Context: an optimization exercise on an open-source flow, tuned for small area, a short achievable clock period and few clock cycles per item. The choices shown serve that exercise and are no tape-out recipe. Where RTL was checked, it was by simulation tests only, not by an equivalence proof against the original. No activity file was given, so power comes from the tool's default toggle rates.

==> run M <==
// execute_top
module execute_top (
    input  logic        clk,
    input  logic        rst,
    input  logic        flush,
    input  logic        alu_issue,
    input  logic [6:0]  alu_op_code,
    input  logic [2:0]  alu_funct3,
    input  logic [6:0]  alu_funct7,
    input  logic [31:0] alu_imm,
    input  logic [31:0] alu_pc,
    input  logic [31:0] alu_rs1,
    input  logic [31:0] alu_rs2,
    input  logic [5:0]  alu_pd,
    input  logic [4:0]  alu_rd,
    input  logic [4:0]  alu_rob,
    input  logic        alu_pred_taken,
    input  logic [31:0] alu_btb_pc_next,
    input  logic        mul_issue,
    input  logic [2:0]  mul_funct3,
    input  logic [31:0] mul_rs1,
    input  logic [31:0] mul_rs2,
    input  logic [5:0]  mul_pd,
    input  logic [4:0]  mul_rd,
    input  logic [4:0]  mul_rob,
    input  logic [31:0] mul_pc,
    output logic        mul_ready,
    output logic        alu_wb_valid,
    output logic [31:0] alu_pv,
    output logic [5:0]  alu_wb_pd,
    output logic [4:0]  alu_wb_rd,
    output logic [31:0] alu_wb_pc,
    output logic [4:0]  alu_wb_rob,
    output logic [31:0] alu_pc_next,
    output logic        alu_update_pc_next,
    output logic        alu_branch_taken,
    output logic        mul_wb_valid,
    output logic [31:0] mul_pv,
    output logic [5:0]  mul_wb_pd,
    output logic [4:0]  mul_wb_rd,
    output logic [31:0] mul_wb_pc,
    output logic [4:0]  mul_wb_rob
);
==> module alu_core, before the edit <==
module alu_core (
    input  exec_pkg::issue_entry_t  entry,
    output logic [32-1:0]   pv_a,
    output logic [32-1:0]   pv_b,
    output logic [32-1:0]   pc_next,
    output logic                    update_pc_next,
    output logic                    branch_taken
);
    localparam int XL = 32;
    logic [6:0]    op;
    logic [2:0]    f3;
    logic          f7_5;
    logic [XL-1:0] a, rs2, imm, pc, btb, b;
    assign op   = entry.op_code;
    assign f3   = entry.funct3;
    assign f7_5 = entry.funct7[5];
    assign imm  = entry.imm;
    assign pc   = entry.pc;
    assign btb  = entry.btb_pc_next;
    assign a    = entry.rs1_v;
    assign rs2  = entry.rs2_v;
    logic is_br, is_jal, is_jalr, is_lui, is_auipc, is_alu, is_op;
    assign is_br    = op[6] & ~op[2];
    assign is_jal   = op[6] & op[3];
    assign is_jalr  = op[6] & op[2] & ~op[3];
    assign is_lui   = ~op[6] & op[2] & op[5];
    assign is_auipc = ~op[6] & op[2] & ~op[5];
    assign is_alu   = ~op[6] & ~op[2];
    assign is_op    = ~op[6] & ~op[2] & op[5];
    assign b = op[5] ? rs2 : imm;
    logic [XL-1:0] rr, ri, pc_imm, pc_4;
    logic          rr_co, ri_co, pi_co;
    pfx_add #(.W(XL)) u_rr (
        .a (a), .b (rs2 ^ {XL{f7_5}}), .cin (f7_5), .s (rr), .cout (rr_co)
    );
    pfx_add #(.W(XL)) u_ri (
        .a (a), .b (imm), .cin (1'b0), .s (ri), .cout (ri_co)
    );
    pfx_add #(.W(XL)) u_pi (
        .a (pc), .b (imm), .cin (1'b0), .s (pc_imm), .cout (pi_co)
    );
    assign pc_4 = {pc[XL-1:2] + 1'b1, pc[1:0]};
    logic [XL-1:0] c_rr_s, c_ri_s;
    logic          c_rr_co, c_ri_co;
    pfx_add #(.W(XL)) u_c_rr (
        .a (a), .b (~rs2), .cin (1'b1), .s (c_rr_s), .cout (c_rr_co)
    );
    pfx_add #(.W(XL)) u_c_ri (
        .a (a), .b (~imm), .cin (1'b1), .s (c_ri_s), .cout (c_ri_co)
    );
    logic ltu_rr, lt_rr, ltu_ri, lt_ri, eq_rr;
    assign ltu_rr = ~c_rr_co;
    assign lt_rr  = (a[XL-1] ^ rs2[XL-1]) ? a[XL-1] : ltu_rr;
    assign ltu_ri = ~c_ri_co;
    assign lt_ri  = (a[XL-1] ^ imm[XL-1]) ? a[XL-1] : ltu_ri;
    assign eq_rr  = (a == rs2);
    logic          left, fill;
    logic [4:0]    shamt;
    logic [XL-1:0] sh_in, sh_out, sh_res;
    logic [2*XL-1:0] sh_wide;
    assign left  = ~f3[2];
    assign fill  = ~left & f7_5 & a[XL-1];
    assign shamt = op[5] ? rs2[4:0] : imm[4:0];
    always_comb begin
        for (int i = 0; i < XL; i++) begin
            sh_in[i] = left ? a[XL-1-i] : a[i];
        end
    end
    assign sh_wide = {{XL{fill}}, sh_in} >> shamt;
    assign sh_out  = sh_wide[XL-1:0];
    always_comb begin
        for (int i = 0; i < XL; i++) begin
            sh_res[i] = left ? sh_out[XL-1-i] : sh_out[i];
        end
    end
    logic [XL-1:0] need_i, gen_i, prop_i;
    logic          eq_imm, eq_4;
    assign prop_i = pc ^ imm;
    assign gen_i  = pc & imm;
    assign need_i = prop_i ^ btb;
    always_comb begin
        eq_imm = ~need_i[0];
        for (int i = 1; i < XL; i++) begin
            eq_imm = eq_imm & (need_i[i] == (gen_i[i-1] | (need_i[i-1] & prop_i[i-1])));
        end
    end
    assign eq_4 = (btb == pc_4);
    logic taken, redirect;
    always_comb begin
        case (f3)
            3'b000:  taken = eq_rr;
            3'b001:  taken = ~eq_rr;
            3'b100:  taken = lt_rr;
            3'b101:  taken = ~lt_rr;
            3'b110:  taken = ltu_rr;
            default: taken = ~ltu_rr;
        endcase
    end
    assign redirect = taken ? (~entry.pred_taken | ~eq_imm) : (entry.pred_taken | ~eq_4);
    logic sel_pc4, sel_pi, sel_rr, sel_ri, sel_lui, sel_b;
    assign sel_pc4 = op[6] & op[2];
    assign sel_pi  = is_auipc;
    assign sel_rr  = is_op & (f3 == 3'b000);
    assign sel_ri  = is_alu & ~op[5] & (f3 == 3'b000);
    assign sel_lui = is_lui;
    assign sel_b   = is_alu & (f3 != 3'b000);
    assign pv_a = ({XL{sel_pc4}} & pc_4) | ({XL{sel_pi}} & pc_imm)
                | ({XL{sel_rr}} & rr) | ({XL{sel_ri}} & ri);
    logic [XL-1:0] alu_b;
    always_comb begin
        case (f3)
            3'b010:  alu_b = {{(XL-1){1'b0}}, op[5] ? lt_rr : lt_ri};
            3'b011:  alu_b = {{(XL-1){1'b0}}, op[5] ? ltu_rr : ltu_ri};
            3'b100:  alu_b = a ^ b;
            3'b110:  alu_b = a | b;
            3'b111:  alu_b = a & b;
            default: alu_b = sh_res;
        endcase
    end
    assign pv_b = ({XL{sel_lui}} & imm) | ({XL{sel_b}} & alu_b);
    logic br_redir;
    assign br_redir = is_br & redirect;
    assign pc_next  = ({XL{is_jal | (br_redir & taken)}} & pc_imm)
                    | ({XL{is_jalr}} & {ri[XL-1:1], 1'b0})
                    | ({XL{br_redir & ~taken}} & pc_4);
    assign update_pc_next = is_jalr | br_redir;
    assign branch_taken   = is_br & taken;
endmodule
Settings: LEC_CHECK=0, ABC_AREA=1, CAP_MARGIN=20, CORE_MARGIN=2, CORE_UTILIZATION=40, CTS_BUF_LIST=sky130_fd_sc_hd__clkbuf_8, CTS_CLUSTER_SIZE=25, SLEW_MARGIN=60, TNS_END_PERCENT=10; clock period 10.0 ns.
standard.sh (not shown) runs the stock make flow with config.mk's settings and CLKGATE_MAP_FILE= SYNTH_SCRIPT=/design/flow/synth_recipe.tcl, a recipe that flattens the netlist after the stock synthesis.
==> flow/flow/run.sh <==
#!/bin/bash
set -o pipefail
export SETUP_SLACK_MARGIN=6
export BUFFER_PORTS_ARGS="-buffer_cell sky130_fd_sc_hd__buf_2"
bash standard.sh > standard.log 2>&1
==> run B: changes against run M <==
--- a/flow/design.v
+++ b/flow/design.v
@@ -84,7 +84,7 @@
     assign btb  = entry.btb_pc_next;
     assign a    = entry.rs1_v;
     assign rs2  = entry.rs2_v;
-    logic is_br, is_jal, is_jalr, is_lui, is_auipc, is_alu, is_op;
+    logic is_br, is_jal, is_jalr, is_lui, is_auipc, is_alu, is_op, use_rs2;
     assign is_br    = op[6] & ~op[2];
     assign is_jal   = op[6] & op[3];
     assign is_jalr  = op[6] & op[2] & ~op[3];
@@ -92,7 +92,8 @@
     assign is_auipc = ~op[6] & op[2] & ~op[5];
     assign is_alu   = ~op[6] & ~op[2];
     assign is_op    = ~op[6] & ~op[2] & op[5];
-    assign b = op[5] ? rs2 : imm;
+    assign use_rs2  = op[5] & ~op[2];
+    assign b = use_rs2 ? rs2 : imm;
     logic [XL-1:0] rr, ri, pc_imm, pc_4;
     logic          rr_co, ri_co, pi_co;
     pfx_add #(.W(XL)) u_rr (
@@ -125,7 +126,7 @@
     logic [2*XL-1:0] sh_wide;
     assign left  = ~f3[2];
     assign fill  = ~left & f7_5 & a[XL-1];
-    assign shamt = op[5] ? rs2[4:0] : imm[4:0];
+    assign shamt = use_rs2 ? rs2[4:0] : imm[4:0];
     always_comb begin
         for (int i = 0; i < XL; i++) begin
             sh_in[i] = left ? a[XL-1-i] : a[i];
@@ -174,8 +175,8 @@
     logic [XL-1:0] alu_b;
     always_comb begin
         case (f3)
-            3'b010:  alu_b = {{(XL-1){1'b0}}, op[5] ? lt_rr : lt_ri};
-            3'b011:  alu_b = {{(XL-1){1'b0}}, op[5] ? ltu_rr : ltu_ri};
+            3'b010:  alu_b = {{(XL-1){1'b0}}, use_rs2 ? lt_rr : lt_ri};
+            3'b011:  alu_b = {{(XL-1){1'b0}}, use_rs2 ? ltu_rr : ltu_ri};
             3'b100:  alu_b = a ^ b;
             3'b110:  alu_b = a | b;
             3'b111:  alu_b = a & b;
CTS_BUF_LIST = unset   (was sky130_fd_sc_hd__clkbuf_8)
CTS_CLUSTER_SIZE = unset   (was 25)
TNS_END_PERCENT = unset   (was 10)
==> run Z: changes against run M <==
--- a/flow/design.v
+++ b/flow/design.v
@@ -84,7 +84,7 @@
     assign btb  = entry.btb_pc_next;
     assign a    = entry.rs1_v;
     assign rs2  = entry.rs2_v;
-    logic is_br, is_jal, is_jalr, is_lui, is_auipc, is_alu, is_op;
+    logic is_br, is_jal, is_jalr, is_lui, is_auipc, is_alu, is_op, use_rs2;
     assign is_br    = op[6] & ~op[2];
     assign is_jal   = op[6] & op[3];
     assign is_jalr  = op[6] & op[2] & ~op[3];
@@ -92,7 +92,8 @@
     assign is_auipc = ~op[6] & op[2] & ~op[5];
     assign is_alu   = ~op[6] & ~op[2];
     assign is_op    = ~op[6] & ~op[2] & op[5];
-    assign b = op[5] ? rs2 : imm;
+    assign use_rs2  = op[5] & ~op[2];
+    assign b = use_rs2 ? rs2 : imm;
     logic [XL-1:0] rr, ri, pc_imm, pc_4;
     logic          rr_co, ri_co, pi_co;
     pfx_add #(.W(XL)) u_rr (
@@ -125,7 +126,7 @@
     logic [2*XL-1:0] sh_wide;
     assign left  = ~f3[2];
     assign fill  = ~left & f7_5 & a[XL-1];
-    assign shamt = op[5] ? rs2[4:0] : imm[4:0];
+    assign shamt = use_rs2 ? rs2[4:0] : imm[4:0];
     always_comb begin
         for (int i = 0; i < XL; i++) begin
             sh_in[i] = left ? a[XL-1-i] : a[i];
@@ -174,8 +175,8 @@
     logic [XL-1:0] alu_b;
     always_comb begin
         case (f3)
-            3'b010:  alu_b = {{(XL-1){1'b0}}, op[5] ? lt_rr : lt_ri};
-            3'b011:  alu_b = {{(XL-1){1'b0}}, op[5] ? ltu_rr : ltu_ri};
+            3'b010:  alu_b = {{(XL-1){1'b0}}, use_rs2 ? lt_rr : lt_ri};
+            3'b011:  alu_b = {{(XL-1){1'b0}}, use_rs2 ? ltu_rr : ltu_ri};
             3'b100:  alu_b = a ^ b;
             3'b110:  alu_b = a | b;
             3'b111:  alu_b = a & b;
CTS_BUF_LIST = unset   (was sky130_fd_sc_hd__clkbuf_8)
CTS_CLUSTER_SIZE = unset   (was 25)
SLEW_MARGIN = 20   (was 60)
TNS_END_PERCENT = unset   (was 10)
==> summary of the runs <==
- Run M completed with no timing, DRC or antenna violations. Run B completed without violations. Run Z produced a clean layout.
- Global-route usage, highest first: run Z, run B, run M.
- Fmax: run Z < run M < run B.
- Synthesized cell count: run B is higher than run M (about 1.6%).
- Register-to-register slack, lowest first: run Z, run M, run B.
- Of run B and run Z, run B has the higher sequential share of layout area (gap 0.072 points).
==> figures <==
item                                                                                         run Z                    run M                    run B
Run status                                                                 complete, no violations  complete, no violations  complete, no violations
Static leakage                                                                             27.3 nW                  27.0 nW                  27.5 nW
Critical path's largest stage delay                                                        0.92 ns                  0.35 ns                  0.54 ns
Portion of the post-synthesis area used by sequential elements                               0.245                    0.247                    0.245
Number of non-clock buffers in the layout                                                      634                      613                      624
Length of routed met3 wiring                                                              27900 um                 26600 um                 27900 um
Violation count after the first detailed-routing iteration                                    6144                     6152                     6224
Count of multi-input gates                                                                    4487                     4393                     4486
Worst slack on hold paths                                                                 0.318 ns                 0.298 ns                 0.290 ns
Number of search-and-repair iterations in the first detailed-routing pass                        9                       15                        9
Highest Clock Rate                                                                       0.243 GHz                0.245 GHz                0.251 GHz
Power per Cell Area                                                                    291 nW/um^2              285 nW/um^2              296 nW/um^2
Testbench counts of run M, summed over its fixed seeds: cycles 536, muls 512.
The RTL of run B and run Z was laid out without a check of its function.

## what the ideal ports hide
The results above use ideal ports. As a check the final layouts listed here were re-extracted and re-timed, cells and wires unchanged.
Step 1 (the two cells are an assumption about what drives the block):
set clk [get_ports {clk}]
set_driving_cell -lib_cell sky130_fd_sc_hd__clkbuf_16 $clk
set_driving_cell -lib_cell sky130_fd_sc_hd__buf_2 [delete_from_list [all_inputs] $clk]
Step 2 times the ports against the registers' clock, not the clock port: input delays grow and output delays shrink by t, the midpoint of the rising clock arrivals with the driver on.
a / b / c = ideal / step 1 / step 2; a / b = the first two.
run | t (ns) | setup slack, ns | hold WS [ns]
run M | 0.937 | 5.923 / 5.925 / 4.988 | 0.298 / 0.298 / 0.298
run B | 0.770 | 6.013 / 6.013 / 5.267 | 0.290 / 0.290 / 0.290
run Z | 0.763 | 5.882 / 5.882 / 5.260 | 0.318 / 0.318 / 0.318
After both steps every run listed still meets setup and hold. The setup slack of run M, which loses most, moves by +0.002 ns with the drivers and by -0.935 ns with both steps.
